This is an optimization exercise on Yosys and OpenROAD, whose aim is small area and a short achievable clock period, not a production implementation. Where RTL was checked, it was by simulation tests only, not by an equivalence proof against the original. Only the layout flow was run in runs 2 and 3; the RTL was not checked for function there. Power figures rest on the tool's default switching activity, not on a simulated workload.

==> flow/config.mk <==
export PLATFORM = sky130hd
export DESIGN_NAME = vector_alu
export DESIGN_NICKNAME = vector_alu
export VERILOG_FILES = /design/flow/design.v
export SDC_FILE = /design/flow/constraint.sdc
export NUM_CORES = 4
export LEC_CHECK = 0
export CAP_MARGIN = 20
export CORE_MARGIN = 2
export CORE_UTILIZATION = 40
export SLEW_MARGIN = 20
==> flow/constraint.sdc <==
create_clock -name core_clock -period 7.0 [get_ports {clk}]
set_input_delay 1.4000 -clock core_clock [delete_from_list [all_inputs] [get_ports {clk}]]
set_output_delay 1.4000 -clock core_clock [all_outputs]
set_load 0.01 [all_outputs]
==> flow/design.v <==
package pixel_alu_pkg;
	localparam logic [2:0] chan_red   = 3'b100;
	localparam logic [2:0] chan_green = 3'b010;
	localparam logic [2:0] chan_blue  = 3'b001;
	localparam logic [1:0] op_add  = 2'd0;
	localparam logic [1:0] op_sub  = 2'd1;
	localparam logic [1:0] op_mul  = 2'd2;
	localparam logic [1:0] op_hold = 2'd3;
	function automatic logic [8:0] mul_limit(input logic [7:0] s);
		logic [8:0] k;
		case (s)
			8'd0: k = 9'd256;
			8'd1: k = 9'd256;
			8'd2: k = 9'd128;
			8'd3: k = 9'd86;
			8'd4: k = 9'd64;
			8'd5: k = 9'd52;
			8'd6: k = 9'd43;
			8'd7: k = 9'd37;
			8'd8: k = 9'd32;
			8'd9: k = 9'd29;
			8'd10: k = 9'd26;
			8'd11: k = 9'd24;
			8'd12: k = 9'd22;
			8'd13: k = 9'd20;
			8'd14: k = 9'd19;
			8'd15: k = 9'd18;
			8'd16: k = 9'd16;
			8'd17: k = 9'd16;
			8'd18: k = 9'd15;
			8'd19: k = 9'd14;
			8'd20: k = 9'd13;
			8'd21: k = 9'd13;
			8'd22: k = 9'd12;
			8'd23: k = 9'd12;
			8'd24: k = 9'd11;
			8'd25: k = 9'd11;
			8'd26: k = 9'd10;
			8'd27: k = 9'd10;
			8'd28: k = 9'd10;
			8'd29: k = 9'd9;
			8'd30: k = 9'd9;
			8'd31: k = 9'd9;
			8'd32: k = 9'd8;
			8'd33: k = 9'd8;
			8'd34: k = 9'd8;
			8'd35: k = 9'd8;
			8'd36: k = 9'd8;
			8'd37: k = 9'd7;
			8'd38: k = 9'd7;
			8'd39: k = 9'd7;
			8'd40: k = 9'd7;
			8'd41: k = 9'd7;
			8'd42: k = 9'd7;
			8'd43: k = 9'd6;
			8'd44: k = 9'd6;
			8'd45: k = 9'd6;
			8'd46: k = 9'd6;
			8'd47: k = 9'd6;
			8'd48: k = 9'd6;
			8'd49: k = 9'd6;
			8'd50: k = 9'd6;
			8'd51: k = 9'd6;
			8'd52: k = 9'd5;
			8'd53: k = 9'd5;
			8'd54: k = 9'd5;
			8'd55: k = 9'd5;
			8'd56: k = 9'd5;
			8'd57: k = 9'd5;
			8'd58: k = 9'd5;
			8'd59: k = 9'd5;
			8'd60: k = 9'd5;
			8'd61: k = 9'd5;
			8'd62: k = 9'd5;
			8'd63: k = 9'd5;
			8'd64: k = 9'd4;
			8'd65: k = 9'd4;
			8'd66: k = 9'd4;
			8'd67: k = 9'd4;
			8'd68: k = 9'd4;
			8'd69: k = 9'd4;
			8'd70: k = 9'd4;
			8'd71: k = 9'd4;
			8'd72: k = 9'd4;
			8'd73: k = 9'd4;
			8'd74: k = 9'd4;
			8'd75: k = 9'd4;
			8'd76: k = 9'd4;
			8'd77: k = 9'd4;
			8'd78: k = 9'd4;
			8'd79: k = 9'd4;
			8'd80: k = 9'd4;
			8'd81: k = 9'd4;
			8'd82: k = 9'd4;
			8'd83: k = 9'd4;
			8'd84: k = 9'd4;
			8'd85: k = 9'd4;
			8'd86: k = 9'd3;
			8'd87: k = 9'd3;
			8'd88: k = 9'd3;
			8'd89: k = 9'd3;
			8'd90: k = 9'd3;
			8'd91: k = 9'd3;
			8'd92: k = 9'd3;
			8'd93: k = 9'd3;
			8'd94: k = 9'd3;
			8'd95: k = 9'd3;
			8'd96: k = 9'd3;
			8'd97: k = 9'd3;
			8'd98: k = 9'd3;
			8'd99: k = 9'd3;
			8'd100: k = 9'd3;
			8'd101: k = 9'd3;
			8'd102: k = 9'd3;
			8'd103: k = 9'd3;
			8'd104: k = 9'd3;
			8'd105: k = 9'd3;
			8'd106: k = 9'd3;
			8'd107: k = 9'd3;
			8'd108: k = 9'd3;
			8'd109: k = 9'd3;
			8'd110: k = 9'd3;
			8'd111: k = 9'd3;
			8'd112: k = 9'd3;
			8'd113: k = 9'd3;
			8'd114: k = 9'd3;
			8'd115: k = 9'd3;
			8'd116: k = 9'd3;
			8'd117: k = 9'd3;
			8'd118: k = 9'd3;
			8'd119: k = 9'd3;
			8'd120: k = 9'd3;
			8'd121: k = 9'd3;
			8'd122: k = 9'd3;
			8'd123: k = 9'd3;
			8'd124: k = 9'd3;
			8'd125: k = 9'd3;
			8'd126: k = 9'd3;
			8'd127: k = 9'd3;
			8'd128: k = 9'd2;
			8'd129: k = 9'd2;
			8'd130: k = 9'd2;
			8'd131: k = 9'd2;
			8'd132: k = 9'd2;
			8'd133: k = 9'd2;
			8'd134: k = 9'd2;
			8'd135: k = 9'd2;
			8'd136: k = 9'd2;
			8'd137: k = 9'd2;
			8'd138: k = 9'd2;
			8'd139: k = 9'd2;
			8'd140: k = 9'd2;
			8'd141: k = 9'd2;
			8'd142: k = 9'd2;
			8'd143: k = 9'd2;
			8'd144: k = 9'd2;
			8'd145: k = 9'd2;
			8'd146: k = 9'd2;
			8'd147: k = 9'd2;
			8'd148: k = 9'd2;
			8'd149: k = 9'd2;
			8'd150: k = 9'd2;
			8'd151: k = 9'd2;
			8'd152: k = 9'd2;
			8'd153: k = 9'd2;
			8'd154: k = 9'd2;
			8'd155: k = 9'd2;
			8'd156: k = 9'd2;
			8'd157: k = 9'd2;
			8'd158: k = 9'd2;
			8'd159: k = 9'd2;
			8'd160: k = 9'd2;
			8'd161: k = 9'd2;
			8'd162: k = 9'd2;
			8'd163: k = 9'd2;
			8'd164: k = 9'd2;
			8'd165: k = 9'd2;
			8'd166: k = 9'd2;
			8'd167: k = 9'd2;
			8'd168: k = 9'd2;
			8'd169: k = 9'd2;
			8'd170: k = 9'd2;
			8'd171: k = 9'd2;
			8'd172: k = 9'd2;
			8'd173: k = 9'd2;
			8'd174: k = 9'd2;
			8'd175: k = 9'd2;
			8'd176: k = 9'd2;
			8'd177: k = 9'd2;
			8'd178: k = 9'd2;
			8'd179: k = 9'd2;
			8'd180: k = 9'd2;
			8'd181: k = 9'd2;
			8'd182: k = 9'd2;
			8'd183: k = 9'd2;
			8'd184: k = 9'd2;
			8'd185: k = 9'd2;
			8'd186: k = 9'd2;
			8'd187: k = 9'd2;
			8'd188: k = 9'd2;
			8'd189: k = 9'd2;
			8'd190: k = 9'd2;
			8'd191: k = 9'd2;
			8'd192: k = 9'd2;
			8'd193: k = 9'd2;
			8'd194: k = 9'd2;
			8'd195: k = 9'd2;
			8'd196: k = 9'd2;
			8'd197: k = 9'd2;
			8'd198: k = 9'd2;
			8'd199: k = 9'd2;
			8'd200: k = 9'd2;
			8'd201: k = 9'd2;
			8'd202: k = 9'd2;
			8'd203: k = 9'd2;
			8'd204: k = 9'd2;
			8'd205: k = 9'd2;
			8'd206: k = 9'd2;
			8'd207: k = 9'd2;
			8'd208: k = 9'd2;
			8'd209: k = 9'd2;
			8'd210: k = 9'd2;
			8'd211: k = 9'd2;
			8'd212: k = 9'd2;
			8'd213: k = 9'd2;
			8'd214: k = 9'd2;
			8'd215: k = 9'd2;
			8'd216: k = 9'd2;
			8'd217: k = 9'd2;
			8'd218: k = 9'd2;
			8'd219: k = 9'd2;
			8'd220: k = 9'd2;
			8'd221: k = 9'd2;
			8'd222: k = 9'd2;
			8'd223: k = 9'd2;
			8'd224: k = 9'd2;
			8'd225: k = 9'd2;
			8'd226: k = 9'd2;
			8'd227: k = 9'd2;
			8'd228: k = 9'd2;
			8'd229: k = 9'd2;
			8'd230: k = 9'd2;
			8'd231: k = 9'd2;
			8'd232: k = 9'd2;
			8'd233: k = 9'd2;
			8'd234: k = 9'd2;
			8'd235: k = 9'd2;
			8'd236: k = 9'd2;
			8'd237: k = 9'd2;
			8'd238: k = 9'd2;
			8'd239: k = 9'd2;
			8'd240: k = 9'd2;
			8'd241: k = 9'd2;
			8'd242: k = 9'd2;
			8'd243: k = 9'd2;
			8'd244: k = 9'd2;
			8'd245: k = 9'd2;
			8'd246: k = 9'd2;
			8'd247: k = 9'd2;
			8'd248: k = 9'd2;
			8'd249: k = 9'd2;
			8'd250: k = 9'd2;
			8'd251: k = 9'd2;
			8'd252: k = 9'd2;
			8'd253: k = 9'd2;
			8'd254: k = 9'd2;
			8'd255: k = 9'd2;
			default: k = 9'd256;
		endcase
		mul_limit = k;
	endfunction
endpackage
module pixel_lane (
	input  logic [23:0] pixel,
	input  logic [2:0]  sel,	 
	input  logic [2:0]  keep,	 
	input  logic [2:0]  put,	 
	input  logic [7:0]  mul_m,
	input  logic [7:0]  add_a,
	input  logic [8:0]  limit,
	input  logic        carry_inv,
	output logic [23:0] lane_pixel,
	output logic        lane_carry
);
	logic [7:0] c;
	logic [7:0] v;
	assign c = ({8{sel[2]}} & pixel[23:16]) | ({8{sel[1]}} & pixel[15:8]) | ({8{sel[0]}} & pixel[7:0]);
	assign v = c * mul_m + add_a;
	assign lane_pixel[23:16] = ({8{keep[2]}} & pixel[23:16]) | ({8{put[2]}} & v);
	assign lane_pixel[15:8]  = ({8{keep[1]}} & pixel[15:8])  | ({8{put[1]}} & v);
	assign lane_pixel[7:0]   = ({8{keep[0]}} & pixel[7:0])   | ({8{put[0]}} & v);
	assign lane_carry = ({1'b0, c} >= limit) ^ carry_inv;
endmodule
module vector_alu (
	input  logic         clk,
	input  logic         reset,
	input  logic [191:0] pixels,	 
	input  logic [7:0]   scalar,
	input  logic [2:0]   channel,
	input  logic [1:0]   op,
	output logic [191:0] result,
	output logic [7:0]   carry_out
);
	logic [191:0] next_result;
	logic [7:0]   next_carry;
	logic [2:0] sel;
	logic [2:0] keep;
	logic [2:0] put;
	logic [7:0] mul_m;
	logic [7:0] add_a;
	logic [8:0] limit;
	logic       carry_inv;
	logic       active;
	assign sel[2] = (channel == pixel_alu_pkg::chan_red);
	assign sel[1] = (channel == pixel_alu_pkg::chan_green);
	assign sel[0] = (channel == pixel_alu_pkg::chan_blue);
	assign put  = reset ? 3'b000 : sel;
	assign keep = reset ? 3'b000 : ~sel;
	assign active = (sel != 3'b000) && (op != pixel_alu_pkg::op_hold) && !reset;
	always_comb begin
		mul_m     = 8'd1;
		add_a     = 8'd0;
		limit     = 9'd256;
		carry_inv = 1'b0;
		case (op)
			pixel_alu_pkg::op_add: begin
				add_a = scalar;
				limit = 9'd256 - {1'b0, scalar};
			end
			pixel_alu_pkg::op_sub: begin
				add_a     = 8'd0 - scalar;
				limit     = {1'b0, scalar};
				carry_inv = 1'b1;	 
			end
			pixel_alu_pkg::op_mul: begin
				mul_m = scalar;
				limit = pixel_alu_pkg::mul_limit(scalar);
			end
			default: begin
			end
		endcase
		if (!active) begin
			limit     = 9'd256;
			carry_inv = 1'b0;
		end
	end
	genvar i;
	generate
		for (i = 0; i < 8; i++) begin : g_lane
			pixel_lane u_lane (
				.pixel      (pixels[24*i +: 24]),
				.sel        (sel),
				.keep       (keep),
				.put        (put),
				.mul_m      (mul_m),
				.add_a      (add_a),
				.limit      (limit),
				.carry_inv  (carry_inv),
				.lane_pixel (next_result[24*i +: 24]),
				.lane_carry (next_carry[i])
			);
		end
	endgenerate
	always_ff @(posedge clk) begin
		result    <= next_result;
		carry_out <= next_carry;
	end
endmodule
==> flow/run.sh <==
#!/bin/bash
# synth_recipe.tcl (not shown) runs the flow's synth.tcl, then flattens the netlist and writes it again
# the make line also repeats each setting of config.mk as NAME=value (left out here)
make -C /OpenROAD-flow-scripts/flow DESIGN_CONFIG=/design/flow/config.mk WORK_HOME=/design/flow/orfs CLKGATE_MAP_FILE= SYNTH_SCRIPT=/design/flow/synth_recipe.tcl finish
==> results of run 1 <==
==> cell type report <==
cell class | count | area [um^2]
Fill cell | 4540 | 22650
Multi-Input combinational cell | 1788 | 13610
Clock inverter | 11 | 141.4
Inverter | 273 | 1025
Timing Repair Buffer | 501 | 4878
Tap cell | 615 | 769.5
Sequential cell | 200 | 4004
Clock buffer | 21 | 450.4
Antenna cell | 4 | 10.01
==> flip-flops by register name, summed over array words and instances, names as in the netlist <==
name and cells:
result 192, carry_out 8
==> worst min-delay path by stage <==
stage               startpoint          to  slack (ns)  depth (start not counted)
floorplan            pixels[0]   result[0]        1.54                          2
global placement         reset  result[15]        1.94                          2
global route        channel[1]  result[49]        1.43                          5
detailed placement       reset   result[7]        1.95                          2
CTS                 channel[1]  result[49]        1.40                          5
finish                   reset  result[15]        1.39                          2
==> layer usage <==
layer	track usage, %	part of all wire [%]	up-vias
met3	5.689	7.4	192
li1	-	-	8506
met5	0	0	-
met2	55.40	49	926
met4	15.15	4.7	0
met1	38.27	39	9133
==> kinds of logic after synthesis <==
family | Yosys count | synth area share [%]
AND/OR/NAND/NOR | 855 | 20.00
AO/OA/AOI/OAI | 432 | 14.33
buffers and inverters | 411 | 8.499
adder cells (fa/ha/maj) | 354 | 28.71
flip-flops | 200 | 20.86
XOR/XNOR | 141 | 7.229
multiplexers | 6 | 0.3780
==> cell usage in the layout, fill, tap and decap left out, drive strengths merged, types with 10 or more instances in the layout <==
cell type	count
xnor2	99
nor4bb	32
o211ai	11
o21ai	50
and2	27
a21o	21
xor2	31
nand3b	10
nor2	138
nor2b	49
xnor3	10
clkbuf	21
a21oi	234
a221oi	14
buf	99
nand2	541
nand2b	35
dfxtp	200
inv	274
fa	144
a221o	24
clkdlybuf4s50	402
a211oi	26
ha	210
a21boi	10
a22oi	19
==> power by group through the flow <==
stage	Sequential [W]	Clock (W)	Combinational [W]
2_1_floorplan	0.00131	0	0.000797
5_1_grt	0.00126	0.00110	0.00171
4_1_cts	0.00125	0.00107	0.00157
6_report	0.00125	0.00105	0.00157
3_3_place_gp	0.00128	0	0.00154
3_5_place_dp	0.00128	0	0.00155
==> per-stage QoR <==
step           instance area [um^2]  std cells
2_1_floorplan                 19200       2399
3_3_place_gp                  24290       3377
6_report                      24890       3413
4_1_cts                       24880       3409
3_5_place_dp                  24290       3377
5_1_grt                       24890       3413
==> summary.md, run 1 <==
| Metric | Value |
|---|---|
| Outcome | `complete, no violations` |
| Sequential cell fraction of total power | `32.3%` |
| Routed vias/inst | `~5.5` |
| PortBufs | `406` |
| Cell area after synthesis | `around 0.019 mm^2` |
| Global router's overall resource usage | `31.92%` |
| Post-synth top flop | `dfxtp_1` |
| Final critical-path required period | `around 6.5 ns` |
| Fraction of layout cells with a size suffix above 1 | `under 10%` |
| Kind of cell with the highest combined delay on the critical path | `adder cells` |
| Share of synthesized area occupied by flip-flops and latches | `20.86%` |
| Required @ worst endpoint | `approximately 7.4 ns` |
| Share of the cycle needed by the critical path after routing | `between 90% and 100%` |
| Total of warnings raised by yosys | `1` |
| Root Buffer Master | `clkbuf_16` |
| Num Clock Sinks | `200` |
| Final worst setup slack | `about 0.52 ns` |
| Post-synth ARST share | `0%` |
| Library cell with the highest instance count after synthesis | `nand2_1` |
| Routed wire per std cell | `23.34 um` |
| Maximum achievable frequency | `between 150 and 200 MHz` |
| Power density normalized to cell area | `about 160 mW/mm^2` |
| Core utilization of the finished layout | `between 50% and 60%` |
| Relative slew slack | `between 20% and 30%` |
| Initial antenna violation count | `5` |
| Layout-stage area growth over the synthesis result | `29.67%` |
| Total congestion overflow | `0` |
| DRC marker count from the first detailed-route iteration | `about 1600` |
| Kind of end point of the critical path | `flip-flop` |
| First-pass iteration count of the detailed router | `6` |
| DP HPWL | `between 50 and 60 mm` |
| Setup slack at placement | `~0.048 ns` |
| Cell types occupying the most area after synthesis | `dfxtp_1 21%, fa_1 15%, ha_1 14%, nand2_1 11%, a21oi_1 6.1%` |
| Number of nets in the synthesized netlist | `2960` |
| Number of enable flip-flop cells after synthesis | `0` |
| Clock group share of total power | `a little over a quarter` |
| Leakage Power | `11.21 nW` |
| Combinational share of power | `about 41%` |
| Crit path launch | `channel[2]` |
| Cell count after synthesis | `about 2400` |
| Count of cell instances traversed by the critical path | `21` |
| Count of hold buffers inserted by post-cts repair | `0` |
| Worst Setup Start Kind | `primary input` |
| Total negative setup slack | `0 ns` |
| TritonCTS clock tree | `done` |
| Count of final hold-check violations | `0` |
| Global-route wire length before repair | `approximately 120 mm` |
| Starting density of the core | `40.37%` |
| Critical path buffer and inverter count | `6` |
| Post-route total power | `0.003876 W` |
| Horizontal extent of the die | `approximately 220 um` |
| Antenna Nets Post-Route | `0` |
| Data arrival at the endpoint of the critical path | `about 6.8 ns` |
| Total die area | `roughly 0.05 mm^2` |
| Pins Over Slew Limit | `0` |
| Total number of vias | `roughly 19000` |
| Via count of the first global-routing pass | `between 15000 and 20000` |
| I/O pin cnt | `roughly 410` |
| Die outline height | `223.1 um` |
| Number of storage elements in the synthesis netlist | `200` |
| Design internal power | `roughly 0.0024 W` |
| Maximum capacitance violations | `0` |
| Commonest cells in the synthesized netlist | `541 x nand2_1, 272 x inv_1, 234 x a21oi_1` |
| Worst-path maximum fanout | `28` |
| Library cell occupying the most area in the post-synthesis netlist | `dfxtp_1` |
| Pin count of the biggest net entering global routing | `100` |
| Post-synth cell types | `54` |
| Number of levels in the clock H-tree | `4` |
| Post-Route Hold Slack | `1.387 ns` |
| Total setup buffers inserted after CTS | `0` |
| Nets | `about 3300` |
| DRC | `0` |
| Stage delay of the slowest cell on the critical path | `~0.54 ns` |
| Worst hold path class | `primary input to flip-flop` |
| Max stage delay cell, worst path | `fa_1` |
| Final routed wirelength across all metal layers | `between 70 and 80 mm` |
| Switching share of power | `between 30% and 40%` |
| Max IR drop VDD | `0.0001872 V` |
| Capture point of the worst path | `result[111]` |
| Power spent charging and discharging nets | `~0.0014 W` |
| Fraction of post-synthesis cell area in the top cell type by area | `a little over a fifth` |
| Placer Congestion | `slightly above 0.9` |
| Average instance area after synthesis | `approximately 8 um^2` |
| # resized after CTS | `0` |
| Clock-pin transition on the worst setup and hold timing paths | `approximately 0.07 ns` |
| TritonCTS buffer count | `17` |
| Setup repair after global routing missed its margin | `false` |
| Worst Max-Slew Pin Slew | `approximately 1.1 ns` |
| Library cell appearing most often on the critical path | `fa_1` |
| Placeable Area | `0.04755 mm^2` |
| Crit path kind | `primary input to flip-flop` |
| CP cell instances | `buf_2, nor2b_4, buf_4, a22oi_1, o21ai_0, buf_4, nand2_1, fa_1, fa_1, inv_1, fa_1, inv_1, fa_1, inv_1, ha_1, a21oi_1, xnor2_1, xnor2_1, xnor3_1, nand2_1, a21oi_1` |
| Setup Viol. Count Final | `0` |
| Maximum clock insertion buffer count | `2` |
| Cell row count | `80` |
==> run 2: changes to the inputs <==
--- a/flow/design.v
+++ b/flow/design.v
@@ -272,24 +272,104 @@
 endpackage
 module pixel_lane (
 	input  logic [23:0] pixel,
-	input  logic [2:0]  sel,	 
+	input  logic [2:0]  channel,	 
 	input  logic [2:0]  keep,	 
 	input  logic [2:0]  put,	 
-	input  logic [7:0]  mul_m,
+	input  logic [7:0]  mul_m,	 
+	input  logic [7:0]  mul_m3,	 
 	input  logic [7:0]  add_a,
+	input  logic        add_cin,
 	input  logic [8:0]  limit,
 	input  logic        carry_inv,
 	output logic [23:0] lane_pixel,
 	output logic        lane_carry
 );
 	logic [7:0] c;
-	logic [7:0] v;
-	assign c = ({8{sel[2]}} & pixel[23:16]) | ({8{sel[1]}} & pixel[15:8]) | ({8{sel[0]}} & pixel[7:0]);
-	assign v = c * mul_m + add_a;
+	logic [7:0] m2;
+	logic [3:0] d1, d2, d3;	 
+	logic [7:0] pp0;
+	logic [5:0] pp1;
+	logic [3:0] pp2;
+	logic [1:0] pp3;
+	logic [7:0] row0, row1, v;
+	logic hs0;
+	logic hc0;
+	logic xs1;
+	logic hs2;
+	logic hc2;
+	logic fs3;
+	logic fc3;
+	logic fs4;
+	logic fc4;
+	logic xs5;
+	logic hs6;
+	logic hc6;
+	logic hs7;
+	logic hc7;
+	logic fs8;
+	logic fc8;
+	logic fs9;
+	logic fc9;
+	logic fs10;
+	logic fc10;
+	logic fs11;
+	logic fc11;
+	logic fs12;
+	logic fc12;
+	logic xs13;
+	assign c = ({8{channel[2]}} & pixel[23:16]) | ({8{channel[1]}} & pixel[15:8]) | ({8{channel[0]}} & pixel[7:0]);
+	assign m2 = {mul_m[6:0], 1'b0};
+	genvar j;
+	generate
+		for (j = 0; j < 4; j++) begin : g_digit
+			assign d1[j] = ~c[2*j+1] &  c[2*j];
+			assign d2[j] =  c[2*j+1] & ~c[2*j];
+			assign d3[j] =  c[2*j+1] &  c[2*j];
+		end
+	endgenerate
+	assign pp0 = ({8{d1[0]}} & mul_m[7:0]) | ({8{d2[0]}} & m2[7:0]) | ({8{d3[0]}} & mul_m3[7:0]);
+	assign pp1 = ({6{d1[1]}} & mul_m[5:0]) | ({6{d2[1]}} & m2[5:0]) | ({6{d3[1]}} & mul_m3[5:0]);
+	assign pp2 = ({4{d1[2]}} & mul_m[3:0]) | ({4{d2[2]}} & m2[3:0]) | ({4{d3[2]}} & mul_m3[3:0]);
+	assign pp3 = ({2{d1[3]}} & mul_m[1:0]) | ({2{d2[3]}} & m2[1:0]) | ({2{d3[3]}} & mul_m3[1:0]);
+	assign hs0 = pp0[6] ^ pp1[4];
+	assign hc0 = pp0[6] & pp1[4];
+	assign xs1 = pp0[7] ^ pp1[5] ^ pp2[3];
+	assign hs2 = pp0[4] ^ pp1[2];
+	assign hc2 = pp0[4] & pp1[2];
+	assign fs3 = pp0[5] ^ pp1[3] ^ pp2[1];
+	assign fc3 = (pp0[5] & pp1[3]) | (pp0[5] & pp2[1]) | (pp1[3] & pp2[1]);
+	assign fs4 = hs0 ^ pp2[2] ^ pp3[0];
+	assign fc4 = (hs0 & pp2[2]) | (hs0 & pp3[0]) | (pp2[2] & pp3[0]);
+	assign xs5 = xs1 ^ pp3[1] ^ add_a[7];
+	assign hs6 = pp0[0] ^ add_a[0];
+	assign hc6 = pp0[0] & add_a[0];
+	assign hs7 = pp0[1] ^ add_a[1];
+	assign hc7 = pp0[1] & add_a[1];
+	assign fs8 = pp0[2] ^ pp1[0] ^ add_a[2];
+	assign fc8 = (pp0[2] & pp1[0]) | (pp0[2] & add_a[2]) | (pp1[0] & add_a[2]);
+	assign fs9 = pp0[3] ^ pp1[1] ^ add_a[3];
+	assign fc9 = (pp0[3] & pp1[1]) | (pp0[3] & add_a[3]) | (pp1[1] & add_a[3]);
+	assign fs10 = hs2 ^ pp2[0] ^ add_a[4];
+	assign fc10 = (hs2 & pp2[0]) | (hs2 & add_a[4]) | (pp2[0] & add_a[4]);
+	assign fs11 = fs3 ^ add_a[5] ^ hc2;
+	assign fc11 = (fs3 & add_a[5]) | (fs3 & hc2) | (add_a[5] & hc2);
+	assign fs12 = fs4 ^ add_a[6] ^ fc3;
+	assign fc12 = (fs4 & add_a[6]) | (fs4 & fc3) | (add_a[6] & fc3);
+	assign xs13 = xs5 ^ hc0 ^ fc4;
+	assign row0 = {xs13, fs12, fs11, fs10, fs9, fs8, hs7, hs6};
+	assign row1 = {fc12, fc11, fc10, fc9, fc8, hc7, hc6, add_cin};
+	assign v = row0 + row1;
 	assign lane_pixel[23:16] = ({8{keep[2]}} & pixel[23:16]) | ({8{put[2]}} & v);
 	assign lane_pixel[15:8]  = ({8{keep[1]}} & pixel[15:8])  | ({8{put[1]}} & v);
 	assign lane_pixel[7:0]   = ({8{keep[0]}} & pixel[7:0])   | ({8{put[0]}} & v);
-	assign lane_carry = ({1'b0, c} >= limit) ^ carry_inv;
+	logic [8:0] ge;
+	assign ge[0] = 1'b1;
+	generate
+		for (j = 0; j < 8; j++) begin : g_cmp
+			assign ge[j+1] = (c[j] & ~limit[j]) | ((c[j] | ~limit[j]) & ge[j]);
+		end
+	endgenerate
+	assign lane_carry = (ge[8] & ~limit[8]) ^ carry_inv;
 endmodule
 module vector_alu (
 	input  logic         clk,
@@ -307,7 +387,9 @@
 	logic [2:0] keep;
 	logic [2:0] put;
 	logic [7:0] mul_m;
+	logic [7:0] mul_m3;
 	logic [7:0] add_a;
+	logic       add_cin;
 	logic [8:0] limit;
 	logic       carry_inv;
 	logic       active;
@@ -319,7 +401,9 @@
 	assign active = (sel != 3'b000) && (op != pixel_alu_pkg::op_hold) && !reset;
 	always_comb begin
 		mul_m     = 8'd1;
+		mul_m3    = 8'd3;
 		add_a     = 8'd0;
+		add_cin   = 1'b0;
 		limit     = 9'd256;
 		carry_inv = 1'b0;
 		case (op)
@@ -328,12 +412,14 @@
 				limit = 9'd256 - {1'b0, scalar};
 			end
 			pixel_alu_pkg::op_sub: begin
-				add_a     = 8'd0 - scalar;
+				add_a     = ~scalar;	 
+				add_cin   = 1'b1;
 				limit     = {1'b0, scalar};
 				carry_inv = 1'b1;	 
 			end
 			pixel_alu_pkg::op_mul: begin
-				mul_m = scalar;
+				mul_m  = scalar;
+				mul_m3 = scalar + {scalar[6:0], 1'b0};
 				limit = pixel_alu_pkg::mul_limit(scalar);
 			end
 			default: begin
@@ -349,11 +435,13 @@
 		for (i = 0; i < 8; i++) begin : g_lane
 			pixel_lane u_lane (
 				.pixel      (pixels[24*i +: 24]),
-				.sel        (sel),
+				.channel    (channel),
 				.keep       (keep),
 				.put        (put),
 				.mul_m      (mul_m),
+				.mul_m3     (mul_m3),
 				.add_a      (add_a),
+				.add_cin    (add_cin),
 				.limit      (limit),
 				.carry_inv  (carry_inv),
 				.lane_pixel (next_result[24*i +: 24]),
--- a/flow/config.mk
+++ b/flow/config.mk
@@ -8,4 +8,5 @@
 export CAP_MARGIN = 20
 export CORE_MARGIN = 2
 export CORE_UTILIZATION = 40
+export SETUP_SLACK_MARGIN = 2.5
 export SLEW_MARGIN = 20
==> summary.md, run 2 <==
| Metric | Value |
|---|---|
| Outcome | `complete, no violations` |
| Library cell with the highest instance count after synthesis | `dfxtp_1` |
| Multiplexer share of the synthesized area | `less than 1%` |
| Die outline height | `about 210 um` |
| Top register by number of flip-flops | `result` |
| Cell area after synthesis | `about 0.016 mm^2` |
| Worst hold path class | `primary input to flip-flop` |
| TritonCTS clock tree | `done` |
| Post-Route Hold Slack | `~1.2 ns` |
| Routed wire per std cell | `between 20 and 30 um` |
| Share of the cycle needed by the critical path after routing | `roughly three quarters` |
| Post-synth ARST share | `0%` |
| Clock group share of total power | `approximately a fifth` |
| Total negative setup slack | `0 ns` |
| Data arrival at the endpoint of the critical path | `between 5 and 6 ns` |
| Max IR drop VDD | `roughly 0.00019 V` |
| Via count of the first global-routing pass | `roughly 17000` |
| Post-synth cell types | `83` |
| Post-synth top flop | `dfxtp_1` |
| Placeable Area | `between 0.04 and 0.05 mm^2` |
| DRC | `0` |
| Leakage Power | `roughly 9.6 nW` |
| Combinational share of power | `55.6%` |
| Average instance area after synthesis | `approximately 8.3 um^2` |
| Power density normalized to cell area | `roughly 230 mW/mm^2` |
| Leading cell types in the layout, fill and taps excluded | `395 x clkdlybuf4s50_1, 200 x dfxtp_1, 155 x a22o_1` |
| Sequential cell fraction of total power | `a little under a quarter` |
| Antenna Nets Post-Route | `0` |
| Initial antenna violation count | `9` |
| Cell count after synthesis | `1972` |
| Cell types occupying the most area after synthesis | `dfxtp_1 24%, ha_1 8.5%, a22o_1 8.3%, fa_1 7.9%, a21oi_1 5.4%` |
| Total die area | `0.04259 mm^2` |
| Worst Max-Slew Pin Slew | `1.049 ns` |
| Maximum clock insertion buffer count | `2` |
| Setup Viol. Count Final | `0` |
| Routed vias/inst | `roughly 6.3` |
| TritonCTS buffer count | `17` |
| Horizontal extent of the die | `206.4 um` |
| Global router's overall resource usage | `a little under two fifths` |
| Combinational family with the most area after synthesis | `compound AO/OA/AOI/OAI gates` |
| Kind of end point of the critical path | `flip-flop` |
| Fraction of post-synthesis cell area in the top cell type by area | `between 20% and 30%` |
| Fraction of layout cells with a size suffix above 1 | `between 15 and 20%` |
| Global-route wire length before repair | `~120 mm` |
| Post-DP Area | `0.02172 mm^2` |
| Required @ worst endpoint | `7.37 ns` |
| Maximum achievable frequency | `roughly 190 MHz` |
| Layout-stage area growth over the synthesis result | `45.21%` |
| Number of nets in the synthesized netlist | `~2400` |
| I/O pin cnt | `~410` |
| Cell row count | `74` |
| Power spent charging and discharging nets | `around 0.0022 W` |
| Number of levels in the clock H-tree | `4` |
| Library cell occupying the most area in the post-synthesis netlist | `dfxtp_1` |
| Design internal power | `around 0.0032 W` |
| Commonest cells in the synthesized netlist | `200 x dfxtp_1, 176 x a21oi_1, 156 x a22o_1` |
| DP HPWL | `between 60 and 70 mm` |
| Pin count of the biggest net entering global routing | `between 60 and 70` |
| Total congestion overflow | `0` |
| Core utilization of the finished layout | `58.52%` |
| Post-route total power | `0.005364 W` |
| Total of warnings raised by yosys | `1` |
| Root Buffer Master | `clkbuf_16` |
| DRC marker count from the first detailed-route iteration | `between 2000 and 2500` |
| Parity-gate share of the synthesized area counting xor and xnor cells | `roughly 6.4%` |
| Starting density of the core | `40.30%` |
| Setup repair after global routing missed its margin | `true` |
| Nets | `2777` |
| Area share of and/or/nand/nor cells after synthesis | `around an eighth` |
| Worst Setup Start Kind | `primary input` |
| Relative slew slack | `29.81%` |
| Maximum capacitance violations | `0` |
| Crit path kind | `primary input to flip-flop` |
| Number of storage elements in the synthesis netlist | `200` |
| Pins Over Slew Limit | `0` |
| Post-synthesis compound-gate area fraction | `between 30 and 40%` |
| Worst-path maximum fanout | `4` |
| Clock-pin transition on the worst setup and hold timing paths | `0.08 ns` |
| Adder-cell area share of the yosys netlist | `between 10% and 20%` |
| Final design area excluding fillers | `about 0.024 mm^2` |
| Placer Congestion | `0.9517` |
| Final critical-path required period | `around 5.3 ns` |
| Share of synthesized area occupied by flip-flops and latches | `between 20% and 30%` |
| Count of final hold-check violations | `0` |
| First-pass iteration count of the detailed router | `7` |
| PortBufs | `a little over 400` |
| Number of enable flip-flop cells after synthesis | `0` |
| Total number of vias | `around 19000` |
| Largest registers | `result (192), carry_out (8)` |
| Final routed wirelength across all metal layers | `roughly 83 mm` |
| Flip-flop count of the largest register after layout | `192` |
| Most common cell after layout, fill and taps aside | `clkdlybuf4s50_1` |
| Num Clock Sinks | `200` |
| Switching share of power | `40.14%` |
[run 2: worst paths after layout]
check | startpoint | endpoint | slack, ns | cells after the start
min | pixels[91] | result[91] | 1.23 | 2
max | scalar[1] | result[15] | 1.70 | 24
[run 2: power groups by stage]
stage / combinational (W) / sequential, W / clock, W
2_1_floorplan: 0.00153 / 0.00136 / 0
3_3_place_gp: 0.00251 / 0.00131 / 0
3_5_place_dp: 0.00255 / 0.00131 / 0
4_1_cts: 0.00284 / 0.00128 / 0.00111
5_1_grt: 0.00315 / 0.00129 / 0.00115
6_report: 0.00298 / 0.00129 / 0.00110
[run 2: final cells by class]
cell class	count	area, um^2
flip-flops and latches	200	4004
clock buffers	18	439.2
fillers	3579	16860
inverters	117	461.7
well taps	532	665.6
clock inverters	14	202.7
diodes	1	2.502
repair buffers	573	5585
multi-input cells	1485	12430
[run 2: logic make-up after synthesis]
| family | count (synthesis) |
|---|---|
| simple gates | 428 |
| flops | 200 |
| compound gates | 754 |
| mux | 4 |
| xor+xnor | 120 |
| buf+inv | 287 |
| fa+ha+maj | 179 |
[run 2: routing by layer]
metal | share of wire [%] | track usage [%] | up-vias
met5 | 0.099 | 0 | -
met4 | 3.8 | 14.08 | 12
met3 | 11 | 8.893 | 197
met2 | 44 | 57.96 | 1237
met1 | 41 | 51.23 | 8985
li1 | - | - | 8080
[run 2: metrics by stage]
stage | setup WS, ns | cells
floorplan | 1.601 | 1972
global placement | 0.4079 | 2840
detailed placement | 0.3214 | 2843
CTS | 1.753 | 2921
global route | 1.514 | 2939
finish | 1.699 | 2940
[run 2: repair_timing]
action,in CTS,in global routing
buffers inserted,44,17
endpoints found under the setup margin,155,102
hold buffers,0,0
gates cloned,2,1
pin swaps,51,22
gates resized for setup,148,52
[run 2: worst max-delay path, cell delays in order]
cell	delay, ns
buf_8	0.10
buf_12	0.12
ha_2	0.18
a21o_1	0.15
a21o_1	0.20
a21oi_1	0.15
nor2_1	0.07
nor2_2	0.19
xor2_4	0.19
buf_6	0.14
nor3_2	0.04
a21oi_1	0.13
o22ai_1	0.09
ha_1	0.31
inv_2	0.04
fa_1	0.56
inv_2	0.05
fa_2	0.59
ha_4	0.22
o21ai_0	0.07
nand2b_1	0.09
xnor2_1	0.24
xnor2_2	0.14
a22o_1	0.21
==> run 3: changes to the inputs <==
==> flow/flow/run.sh (new file) <==
#!/bin/bash
# The standard layout, with two changes: the port buffers are the smallest buffer
# (sky130_fd_sc_hd__buf_1) instead of the flow's default pick, and synthesis leaves the
# arithmetic to ABC instead of mapping it onto full- and half-adder cells.
set -euo pipefail
export BUFFER_PORTS_ARGS="-buffer_cell sky130_fd_sc_hd__buf_1"
export ADDER_MAP_FILE=
bash standard.sh > standard.log 2>&1
==> flow/standard.sh (new file) <==
#!/bin/bash
# synth_recipe.tcl (not shown) runs the flow's synth.tcl, then flattens the netlist and writes it again
# the make line also repeats each setting of config.mk as NAME=value (left out here)
make -C /OpenROAD-flow-scripts/flow DESIGN_CONFIG=/design/flow/config.mk WORK_HOME=/design/flow/orfs CLKGATE_MAP_FILE= SYNTH_SCRIPT=/design/flow/synth_recipe.tcl "${@:-finish}"
--- a/flow/config.mk
+++ b/flow/config.mk
@@ -8,5 +8,4 @@
 export CAP_MARGIN = 20
 export CORE_MARGIN = 2
 export CORE_UTILIZATION = 40
-export SETUP_SLACK_MARGIN = 2.5
 export SLEW_MARGIN = 20
removed: flow/run.sh
==> summary.md, run 3 <==
| Metric | Value |
|---|---|
| Number of fillers in the final layout | `between 4000 and 5000` |
| Leading cell types in the layout, fill and taps excluded | `397 x buf_1, 347 x nand2_1, 200 x dfxtp_1` |
| GR met3 Demand/Resource | `around 9%` |
| Commonest cells in the synthesized netlist | `347 x nand2_1, 200 x dfxtp_1, 191 x o21ai_0` |
| Layout-stage area growth over the synthesis result | `15.89%` |
| Post-DP Area | `around 0.020 mm^2` |
| Post-synth ARST share | `0%` |
| Initial antenna violation count | `3` |
| Num Clock Sinks | `200` |
| Library cell occupying the most area in the post-synthesis netlist | `dfxtp_1` |
| Top register by number of flip-flops | `result` |
| Number of levels in the clock H-tree | `4` |
| Hold Path Sink | `result[19]` |
| Share of synthesized area occupied by flip-flops and latches | `22.42%` |
| CP cell instances | `clkbuf_2, a21oi_1, a221oi_1, nor4_1, a221oi_1, nand3_1, a22oi_1, xnor2_1, or3_1, nand2_1, xor2_1, a22o_1` |
| Worst Setup Start Kind | `primary input` |
| Worst hold start | `pixels[19]` |
| Sequential cell fraction of total power | `between 20 and 30%` |
| Stage delay of the slowest cell on the critical path | `around 0.8 ns` |
| Root Buffer Master | `clkbuf_16` |
| DRC marker count from the first detailed-route iteration | `4138` |
| Via count of the first global-routing pass | `20150` |
| Share of the cycle needed by the critical path after routing | `slightly below 80%` |
| Largest registers | `result (192), carry_out (8)` |
| Total setup buffers inserted after CTS | `0` |
| Library cell with the highest instance count after synthesis | `nand2_1` |
| DRC | `0` |
| TritonCTS clock tree | `done` |
| Count of final hold-check violations | `0` |
| Count of hold buffers inserted by post-cts repair | `0` |
| DP HPWL | `between 70 and 80 mm` |
| I/O pin cnt | `approximately 410` |
| TritonCTS buffer count | `17` |
| Number of cells in the finished layout apart from fillers | `between 3000 and 4000` |
| Clock-pin transition on the worst setup and hold timing paths | `0.08 ns` |
| Power density normalized to cell area | `~210 mW/mm^2` |
| Worst Max-Slew Pin Slew | `1.205 ns` |
| Final design area excluding fillers | `0.02070 mm^2` |
| Final critical-path required period | `5.448 ns` |
| Total congestion overflow | `0` |
| Post-synth cell types | `97` |
| Maximum capacitance violations | `0` |
| FF+latch area | `0.004004 mm^2` |
| Number of enable flip-flop cells after synthesis | `0` |
| Combinational share of power | `about 48%` |
| Routed vias/inst | `approximately 7` |
| Outcome | `complete, no violations` |
| Post-synth top flop | `dfxtp_1` |
| Number of storage elements in the synthesis netlist | `200` |
| Number of nets in the synthesized netlist | `roughly 2700` |
| Cell area after synthesis | `~0.018 mm^2` |
| Clock group share of total power | `a little under a quarter` |
| Fraction of layout cells with a size suffix above 1 | `around 7.5%` |
| Cell types occupying the most area after synthesis | `dfxtp_1 22%, xnor2_1 7.6%, nand2_1 7.3%, a22o_1 5.9%, o21ai_0 5.4%` |
| Placeable Area | `approximately 0.044 mm^2` |
| Switching share of power | `between 40 and 50%` |
| Cell count after synthesis | `roughly 2500` |
| Worst hold path class | `primary input to flip-flop` |
| Max IR drop VDD | `approximately 0.00015 V` |
| Horizontal extent of the die | `~220 um` |
| Fraction of post-synthesis cell area in the top cell type by area | `approximately 22%` |
| Worst-path maximum fanout | `34` |
| Flip-flop count of the largest register after layout | `about 190` |
| Fraction of met2 tracks used by global routing | `about three fifths` |
| Power spent charging and discharging nets | `roughly 0.002 W` |
| First-pass iteration count of the detailed router | `9` |
| Required @ worst endpoint | `between 7 and 8 ns` |
| Placer Congestion | `between 1 and 1.5` |
| Die outline height | `roughly 220 um` |
| Met1 usage in global routing | `between 50% and 60%` |
| Pin count of the biggest net entering global routing | `65` |
| Maximum achievable frequency | `approximately 180 MHz` |
| Pins Over Slew Limit | `0` |
| Final routed wirelength across all metal layers | `100.9 mm` |
| Library cell appearing most often on the critical path | `a221oi_1` |
| Antenna Nets Post-Route | `0` |
| Peak-usage layer in the global routing report | `met2` |
| Maximum clock insertion buffer count | `2` |
| Placed instance count | `~3300` |
| Cells on Worst Hold Path | `3` |
| PortBufs | `406` |
| Total die area | `about 0.046 mm^2` |
| Crit path kind | `primary input to flip-flop` |
| Data arrival at the endpoint of the critical path | `about 5.9 ns` |
| Average instance area after synthesis | `7.249 um^2` |
| Max stage delay cell, worst path | `a221oi_1` |
| Routed wire per std cell | `between 20 and 30 um` |
| Footprint of the multi-input gates | `approximately 0.013 mm^2` |
| Relative slew slack | `roughly a fifth` |
| Kind of end point of the critical path | `flip-flop` |
| Global router's overall resource usage | `between 40% and 50%` |
| Most common cell after layout, fill and taps aside | `buf_1` |
| Setup Viol. Count Final | `0` |
| Setup repair after global routing missed its margin | `false` |
| Total number of vias | `about 23000` |
| Cell row count | `between 70 and 80` |
| Starting density of the core | `between 40% and 50%` |
| # resized after CTS | `0` |
| Design internal power | `0.002437 W` |
| Core utilization of the finished layout | `46.91%` |
| Nets | `2975` |
| Total of warnings raised by yosys | `1` |
| Leakage Power | `roughly 7.3 nW` |
| Global-route wire length before repair | `about 140 mm` |
| Total negative setup slack | `0 ns` |
-- run 3: cell types whose count changed in the layout (fill, tap and decap cells not counted), moves of 28 or more --
cell and change:
fa_1 -56, ha_1 -89, nor2_1 +57, buf_1 +397, inv_1 -78, xnor2_1 +89, o211ai_1 +28, o21ai_0 +122
clkdlybuf4s50_1 -395, nand2_1 +240, o22ai_1 -42, a22oi_1 +32, o31ai_1 +32, a22o_1 -34
-- run 3: final cells by class --
| type | instances | share of cell area, % |
|---|---|---|
| antenna | 1 | 0.01209 |
| clock buffer | 17 | 2.055 |
| clock inverter | 15 | 0.9550 |
| inverter | 24 | 0.4352 |
| multi-input combinational | 2005 | 62.00 |
| sequential | 200 | 19.34 |
| tap | 592 | 3.578 |
| timing repair buffer | 520 | 11.62 |
-- run 3: metrics by stage --
stage	hold WS [ns]	total power (W)	setup WS (ns)
3_3_place_gp	1.633	0.003293	1.148
3_5_place_dp	1.631	0.003321	1.297
6_report	1.150	0.004427	1.552
4_1_cts	1.142	0.004344	1.811
5_1_grt	1.182	0.004570	1.376
2_1_floorplan	1.509	0.002564	2.499
-- run 3: worst max path at each step --
stage	from	end	slack, ns
5_1_grt	scalar[1]	result[142]	1.38
6_report	scalar[1]	result[134]	1.55
2_1_floorplan	channel[2]	result[55]	2.50
4_1_cts	scalar[5]	result[135]	1.81
3_5_place_dp	scalar[1]	result[135]	1.30
3_3_place_gp	op[0]	result[118]	1.15
-- run 3: critical path: cells and delay by family --
family | cells | cell delay, ns
compound gates | 5 | 2.31
xor+xnor | 2 | 0.77
buf+inv | 1 | 0.67
simple gates | 4 | 0.68
-- run 3: power by group through the flow --
stage	logic, W	registers [W]	clock network [W]
after CTS	0.00202	0.00128	0.00104
after global routing	0.00220	0.00128	0.00109
final	0.00211	0.00128	0.00104
after global placement	0.00199	0.00130	0
after detailed placement	0.00202	0.00130	0
after floorplan	0.00122	0.00135	0
-- run 3: logic make-up after synthesis --
family	Yosys count	share of synthesized area, %
XOR/XNOR	194	9.975
AO/OA/AOI/OAI	946	37.93
flip-flops	200	22.42
adder cells (fa/ha/maj)	28	1.583
buffers and inverters	259	6.108
multiplexers	14	0.7915
AND/OR/NAND/NOR	823	21.20
-- run 3: layer usage --
layer  wire (um)  share of wire (%)
met5          27              0.027
met4        6452                6.4
met3       12490                 12
met2       41850                 41
met1       40070                 40
==> run 4: changes to the inputs <==
--- a/flow/design.v
+++ b/flow/design.v
@@ -277,8 +277,10 @@
 	input  logic [2:0]  put,	 
 	input  logic [7:0]  mul_m,	 
 	input  logic [7:0]  mul_m3,	 
-	input  logic [7:0]  add_a,
-	input  logic        add_cin,
+	input  logic [7:0]  base0,	 
+	input  logic [7:0]  base1,
+	input  logic [7:0]  base2,
+	input  logic [7:0]  base3,
 	input  logic [8:0]  limit,
 	input  logic        carry_inv,
 	output logic [23:0] lane_pixel,
@@ -302,21 +304,6 @@
 	logic fs4;
 	logic fc4;
 	logic xs5;
-	logic hs6;
-	logic hc6;
-	logic hs7;
-	logic hc7;
-	logic fs8;
-	logic fc8;
-	logic fs9;
-	logic fc9;
-	logic fs10;
-	logic fc10;
-	logic fs11;
-	logic fc11;
-	logic fs12;
-	logic fc12;
-	logic xs13;
 	assign c = ({8{channel[2]}} & pixel[23:16]) | ({8{channel[1]}} & pixel[15:8]) | ({8{channel[0]}} & pixel[7:0]);
 	assign m2 = {mul_m[6:0], 1'b0};
 	genvar j;
@@ -327,7 +314,7 @@
 			assign d3[j] =  c[2*j+1] &  c[2*j];
 		end
 	endgenerate
-	assign pp0 = ({8{d1[0]}} & mul_m[7:0]) | ({8{d2[0]}} & m2[7:0]) | ({8{d3[0]}} & mul_m3[7:0]);
+	assign pp0 = c[1] ? (c[0] ? base3 : base2) : (c[0] ? base1 : base0);
 	assign pp1 = ({6{d1[1]}} & mul_m[5:0]) | ({6{d2[1]}} & m2[5:0]) | ({6{d3[1]}} & mul_m3[5:0]);
 	assign pp2 = ({4{d1[2]}} & mul_m[3:0]) | ({4{d2[2]}} & m2[3:0]) | ({4{d3[2]}} & mul_m3[3:0]);
 	assign pp3 = ({2{d1[3]}} & mul_m[1:0]) | ({2{d2[3]}} & m2[1:0]) | ({2{d3[3]}} & mul_m3[1:0]);
@@ -340,24 +327,9 @@
 	assign fc3 = (pp0[5] & pp1[3]) | (pp0[5] & pp2[1]) | (pp1[3] & pp2[1]);
 	assign fs4 = hs0 ^ pp2[2] ^ pp3[0];
 	assign fc4 = (hs0 & pp2[2]) | (hs0 & pp3[0]) | (pp2[2] & pp3[0]);
-	assign xs5 = xs1 ^ pp3[1] ^ add_a[7];
-	assign hs6 = pp0[0] ^ add_a[0];
-	assign hc6 = pp0[0] & add_a[0];
-	assign hs7 = pp0[1] ^ add_a[1];
-	assign hc7 = pp0[1] & add_a[1];
-	assign fs8 = pp0[2] ^ pp1[0] ^ add_a[2];
-	assign fc8 = (pp0[2] & pp1[0]) | (pp0[2] & add_a[2]) | (pp1[0] & add_a[2]);
-	assign fs9 = pp0[3] ^ pp1[1] ^ add_a[3];
-	assign fc9 = (pp0[3] & pp1[1]) | (pp0[3] & add_a[3]) | (pp1[1] & add_a[3]);
-	assign fs10 = hs2 ^ pp2[0] ^ add_a[4];
-	assign fc10 = (hs2 & pp2[0]) | (hs2 & add_a[4]) | (pp2[0] & add_a[4]);
-	assign fs11 = fs3 ^ add_a[5] ^ hc2;
-	assign fc11 = (fs3 & add_a[5]) | (fs3 & hc2) | (add_a[5] & hc2);
-	assign fs12 = fs4 ^ add_a[6] ^ fc3;
-	assign fc12 = (fs4 & add_a[6]) | (fs4 & fc3) | (add_a[6] & fc3);
-	assign xs13 = xs5 ^ hc0 ^ fc4;
-	assign row0 = {xs13, fs12, fs11, fs10, fs9, fs8, hs7, hs6};
-	assign row1 = {fc12, fc11, fc10, fc9, fc8, hc7, hc6, add_cin};
+	assign xs5 = xs1 ^ pp3[1] ^ hc0;
+	assign row0 = {xs5, fs4, fs3, hs2, pp0[3], pp0[2], pp0[1], pp0[0]};
+	assign row1 = {fc4, fc3, hc2, pp2[0], pp1[1], pp1[0], 1'b0, 1'b0};
 	assign v = row0 + row1;
 	assign lane_pixel[23:16] = ({8{keep[2]}} & pixel[23:16]) | ({8{put[2]}} & v);
 	assign lane_pixel[15:8]  = ({8{keep[1]}} & pixel[15:8])  | ({8{put[1]}} & v);
@@ -388,8 +360,9 @@
 	logic [2:0] put;
 	logic [7:0] mul_m;
 	logic [7:0] mul_m3;
-	logic [7:0] add_a;
-	logic       add_cin;
+	logic [7:0] s_neg;
+	logic [7:0] s_x3;
+	logic [7:0] base0, base1, base2, base3;
 	logic [8:0] limit;
 	logic       carry_inv;
 	logic       active;
@@ -402,24 +375,19 @@
 	always_comb begin
 		mul_m     = 8'd1;
 		mul_m3    = 8'd3;
-		add_a     = 8'd0;
-		add_cin   = 1'b0;
 		limit     = 9'd256;
 		carry_inv = 1'b0;
 		case (op)
 			pixel_alu_pkg::op_add: begin
-				add_a = scalar;
 				limit = 9'd256 - {1'b0, scalar};
 			end
 			pixel_alu_pkg::op_sub: begin
-				add_a     = ~scalar;	 
-				add_cin   = 1'b1;
 				limit     = {1'b0, scalar};
 				carry_inv = 1'b1;	 
 			end
 			pixel_alu_pkg::op_mul: begin
 				mul_m  = scalar;
-				mul_m3 = scalar + {scalar[6:0], 1'b0};
+				mul_m3 = s_x3;
 				limit = pixel_alu_pkg::mul_limit(scalar);
 			end
 			default: begin
@@ -430,6 +398,36 @@
 			carry_inv = 1'b0;
 		end
 	end
+	assign s_neg = 8'd0 - scalar;
+	assign s_x3  = scalar + {scalar[6:0], 1'b0};
+	always_comb begin
+		case (op)
+			pixel_alu_pkg::op_add: begin
+				base0 = scalar;
+				base1 = scalar + 8'd1;
+				base2 = scalar + 8'd2;
+				base3 = scalar + 8'd3;
+			end
+			pixel_alu_pkg::op_sub: begin
+				base0 = s_neg;
+				base1 = 8'd1 - scalar;
+				base2 = 8'd2 - scalar;
+				base3 = 8'd3 - scalar;
+			end
+			pixel_alu_pkg::op_mul: begin
+				base0 = 8'd0;
+				base1 = scalar;
+				base2 = {scalar[6:0], 1'b0};
+				base3 = s_x3;
+			end
+			default: begin
+				base0 = 8'd0;
+				base1 = 8'd1;
+				base2 = 8'd2;
+				base3 = 8'd3;
+			end
+		endcase
+	end
 	genvar i;
 	generate
 		for (i = 0; i < 8; i++) begin : g_lane
@@ -440,8 +438,10 @@
 				.put        (put),
 				.mul_m      (mul_m),
 				.mul_m3     (mul_m3),
-				.add_a      (add_a),
-				.add_cin    (add_cin),
+				.base0      (base0),
+				.base1      (base1),
+				.base2      (base2),
+				.base3      (base3),
 				.limit      (limit),
 				.carry_inv  (carry_inv),
 				.lane_pixel (next_result[24*i +: 24]),
--- a/flow/config.mk
+++ b/flow/config.mk
@@ -8,4 +8,5 @@
 export CAP_MARGIN = 20
 export CORE_MARGIN = 2
 export CORE_UTILIZATION = 40
+export SETUP_SLACK_MARGIN = 2.8
 export SLEW_MARGIN = 20
==> summary.md, run 4 <==
| Metric | Value |
|---|---|
| Global router's overall resource usage | `36.80%` |
| Maximum capacitance violations | `0` |
| Placer Congestion | `1.027` |
| Pin count of the biggest net entering global routing | `65` |
| Largest registers | `result (192), carry_out (8)` |
| Fraction of layout cells with a size suffix above 1 | `about a fifth` |
| DRC marker count from the first detailed-route iteration | `approximately 2800` |
| Initial antenna violation count | `2` |
| Most common cell after layout, fill and taps aside | `buf_1` |
| Cell count after synthesis | `between 2000 and 2500` |
| Post-synth ARST share | `0%` |
| DRC | `0` |
| PortBufs | `between 400 and 500` |
| Combinational family with the most area after synthesis | `compound AO/OA/AOI/OAI gates` |
| Post-route total power | `0.004880 W` |
| DP HPWL | `roughly 62 mm` |
| Count of hold buffers inserted by post-cts repair | `0` |
| Clock-pin transition on the worst setup and hold timing paths | `approximately 0.080 ns` |
| Total negative setup slack | `0 ns` |
| TritonCTS buffer count | `17` |
| Number of levels in the clock H-tree | `4` |
| Starting density of the core | `40.37%` |
| Number of nets in the synthesized netlist | `about 2600` |
| Required @ worst endpoint | `7.35 ns` |
| Root Buffer Master | `clkbuf_16` |
| Crit path launch | `channel[2]` |
| Count of final hold-check violations | `0` |
| Flip-flop count of the largest register after layout | `~190` |
| Setup repair after global routing missed its margin | `true` |
| Cell area after synthesis | `0.01735 mm^2` |
| Leakage Power | `8.386 nW` |
| Routed vias/inst | `roughly 6.4` |
| Pins Over Slew Limit | `0` |
| Horizontal extent of the die | `approximately 210 um` |
| Worst Max-Slew Pin Slew | `between 1 and 1.5 ns` |
| Average instance area after synthesis | `roughly 7.2 um^2` |
| Cell types occupying the most area after synthesis | `dfxtp_1 23%, nand2_1 8.2%, xnor2_1 7.3%, o21ai_0 6.3%, a22o_1 5.5%` |
| Number of enable flip-flop cells after synthesis | `0` |
| Fraction of post-synthesis cell area in the top cell type by area | `~23%` |
| Total number of vias | `approximately 22000` |
| Maximum clock insertion buffer count | `2` |
| Data arrival at the endpoint of the critical path | `4.76 ns` |
| Nets | `~3000` |
| Top register by number of flip-flops | `result` |
| Worst Setup Start Kind | `primary input` |
| TritonCTS clock tree | `done` |
| Library cell occupying the most area in the post-synthesis netlist | `dfxtp_1` |
| Via count of the first global-routing pass | `between 20000 and 25000` |
| Share of the cycle needed by the critical path after routing | `a little over three fifths` |
| Library cell with the highest instance count after synthesis | `nand2_1` |
| Outcome | `complete, no violations` |
| Setup Viol. Count Final | `0` |
| Area share of and/or/nand/nor cells after synthesis | `between 20 and 25%` |
| Num Clock Sinks | `200` |
| Leading cell types in the layout, fill and taps excluded | `394 x buf_1, 357 x nand2_1, 200 x dfxtp_1` |
| Maximum achievable frequency | `between 200 and 250 MHz` |
| Max IR drop VDD | `0.0001675 V` |
| Total of warnings raised by yosys | `1` |
| Adder-cell area share of the yosys netlist | `between 2 and 2.5%` |
| Global-route wire length before repair | `125.3 mm` |
| Layout-stage area growth over the synthesis result | `32.47%` |
| Kind of end point of the critical path | `flip-flop` |
| Post-synthesis compound-gate area fraction | `a little over a third` |
| First-pass iteration count of the detailed router | `9` |
| Final routed wirelength across all metal layers | `~88 mm` |
| Number of storage elements in the synthesis netlist | `200` |
| Final critical-path required period | `approximately 4.4 ns` |
| Parity-gate share of the synthesized area counting xor and xnor cells | `between 9 and 10%` |
| Capture point of the worst path | `result[47]` |
| Final worst setup slack | `2.589 ns` |
| Cell row count | `76` |
| Post-synth cell types | `102` |
| Relative slew slack | `a little over a quarter` |
| Total die area | `0.04506 mm^2` |
| Routed wire per std cell | `~26 um` |
| Total congestion overflow | `0` |
| Commonest cells in the synthesized netlist | `381 x nand2_1, 218 x o21ai_0, 200 x dfxtp_1` |
| Multiplexer share of the synthesized area | `around 1.2%` |
| Share of synthesized area occupied by flip-flops and latches | `a little under a quarter` |
| Placeable Area | `about 0.043 mm^2` |
| Worst hold path class | `primary input to flip-flop` |
| Power density normalized to cell area | `212.3 mW/mm^2` |
| Crit path kind | `primary input to flip-flop` |
| I/O pin cnt | `407` |
| Antenna Nets Post-Route | `0` |
| Post-synth top flop | `dfxtp_1` |
| Setup slack at placement | `1.401 ns` |
| Die outline height | `212.3 um` |
| Worst-path maximum fanout | `23` |
run 4: area by class of cell:
| class | count | area (um^2) |
|---|---|---|
| inverters | 27 | 117.6 |
| repair inverters | 1 | 5.005 |
| flip-flops and latches | 200 | 4004 |
| fillers | 4260 | 20000 |
| clock inverters | 15 | 230.2 |
| multi-input cells | 1951 | 13460 |
| well taps | 585 | 732.0 |
| diodes | 1 | 2.502 |
| clock buffers | 17 | 425.4 |
| repair buffers | 640 | 4009 |
run 4: stage by stage:
step	instance area (um^2)	instances	hold slack (ns)	utilization, %
2_1_floorplan	17610	2395	1.509	-
3_3_place_gp	19740	3272	1.624	45.93
3_5_place_dp	19740	3272	1.630	45.93
4_1_cts	21850	3371	1.137	50.83
5_1_grt	22980	3436	1.154	53.47
6_report	22980	3437	1.163	53.48
run 4: per-layer routing:
layer / GRT usage [%] / part of all wire, % / vias to the layer above
li1: - / - / 9744
met1: 45.07 / 38 / 10450
met2: 58.46 / 44 / 1357
met3: 8.095 / 10 / 327
met4: 23.56 / 7.1 / 2
met5: 0 / 0.015 / -
run 4: worst max-delay path: stages:
cell	delay (ns)
buf_8	0.17
a22oi_1	0.27
nand2_1	0.52
a21oi_2	0.55
nor4_2	0.15
o21a_1	0.24
maj3_2	0.32
or3_4	0.38
a32o_1	0.27
nand4_1	0.12
xnor2_2	0.13
buf_6	0.15
o21ai_1	0.06
run 4: cell families after synthesis:
group,Yosys count
AO/OA/AOI/OAI,875
XOR/XNOR,188
adder cells (fa/ha/maj),36
buffers and inverters,244
flip-flops,200
multiplexers,19
AND/OR/NAND/NOR,833
run 4: power breakdown:
part           total (W)  switching [W]  internal [W]
clock network    0.00108       0.000495      0.000585
logic            0.00253        0.00154      0.000985
registers        0.00127      0.0000279       0.00124
run 4: repair_timing:
| item | CTS | global route |
|---|---|---|
| setup buffers | 56 | 60 |
| setup endpoints to repair | 110 | 65 |
| resized for setup | 172 | 136 |
| gates cloned | 11 | 5 |
| pin swaps | 35 | 52 |
run 4: worst min-delay path by stage:
| stage | slack, ns | end | from | cells after the start |
|---|---|---|---|---|
| 2_1_floorplan | 1.51 | result[100] | pixels[100] | 2 |
| 3_3_place_gp | 1.62 | result[93] | pixels[93] | 3 |
| 3_5_place_dp | 1.63 | result[18] | pixels[18] | 3 |
| 4_1_cts | 1.14 | result[119] | pixels[119] | 3 |
| 5_1_grt | 1.15 | result[47] | pixels[47] | 3 |
| 6_report | 1.16 | result[111] | pixels[111] | 3 |

## port drivers added, routing unchanged
No port has a modelled driver above. Below, the same layouts with a new extraction and two added sets of constraints. Step 1 (the two cells are an assumption about what drives the block):
set clk [get_ports {clk}]
set_driving_cell -lib_cell sky130_fd_sc_hd__clkbuf_16 $clk
set_driving_cell -lib_cell sky130_fd_sc_hd__buf_2 [delete_from_list [all_inputs] $clk]
Step 2 times the ports against the registers' clock, not the clock port: input delays grow and output delays shrink by t, the midpoint of the rising clock arrivals with the driver on. Slacks: no drivers / after step 1 / after step 2; pairs: no drivers / after step 1.
run	t, ns	slack for setup (ns)	clock arrival spread, ns	pins driven straight from the clock port
run 1	0.575	0.523 / 0.562 / -0.012	0.026 / 0.027	1
run 2	0.526	1.699 / 1.717 / 1.191	0.021 / 0.022	1
run 3	0.533	1.552 / 1.592 / 1.059	0.022 / 0.022	1
run 4	0.516	2.589 / 2.558 / 2.042	0.017 / 0.017	1
Met with ideal ports but missed after step 2: setup timing in run 1. The setup slack of run 4, which loses most, moves by -0.031 ns with the drivers and by -0.547 ns with both steps.
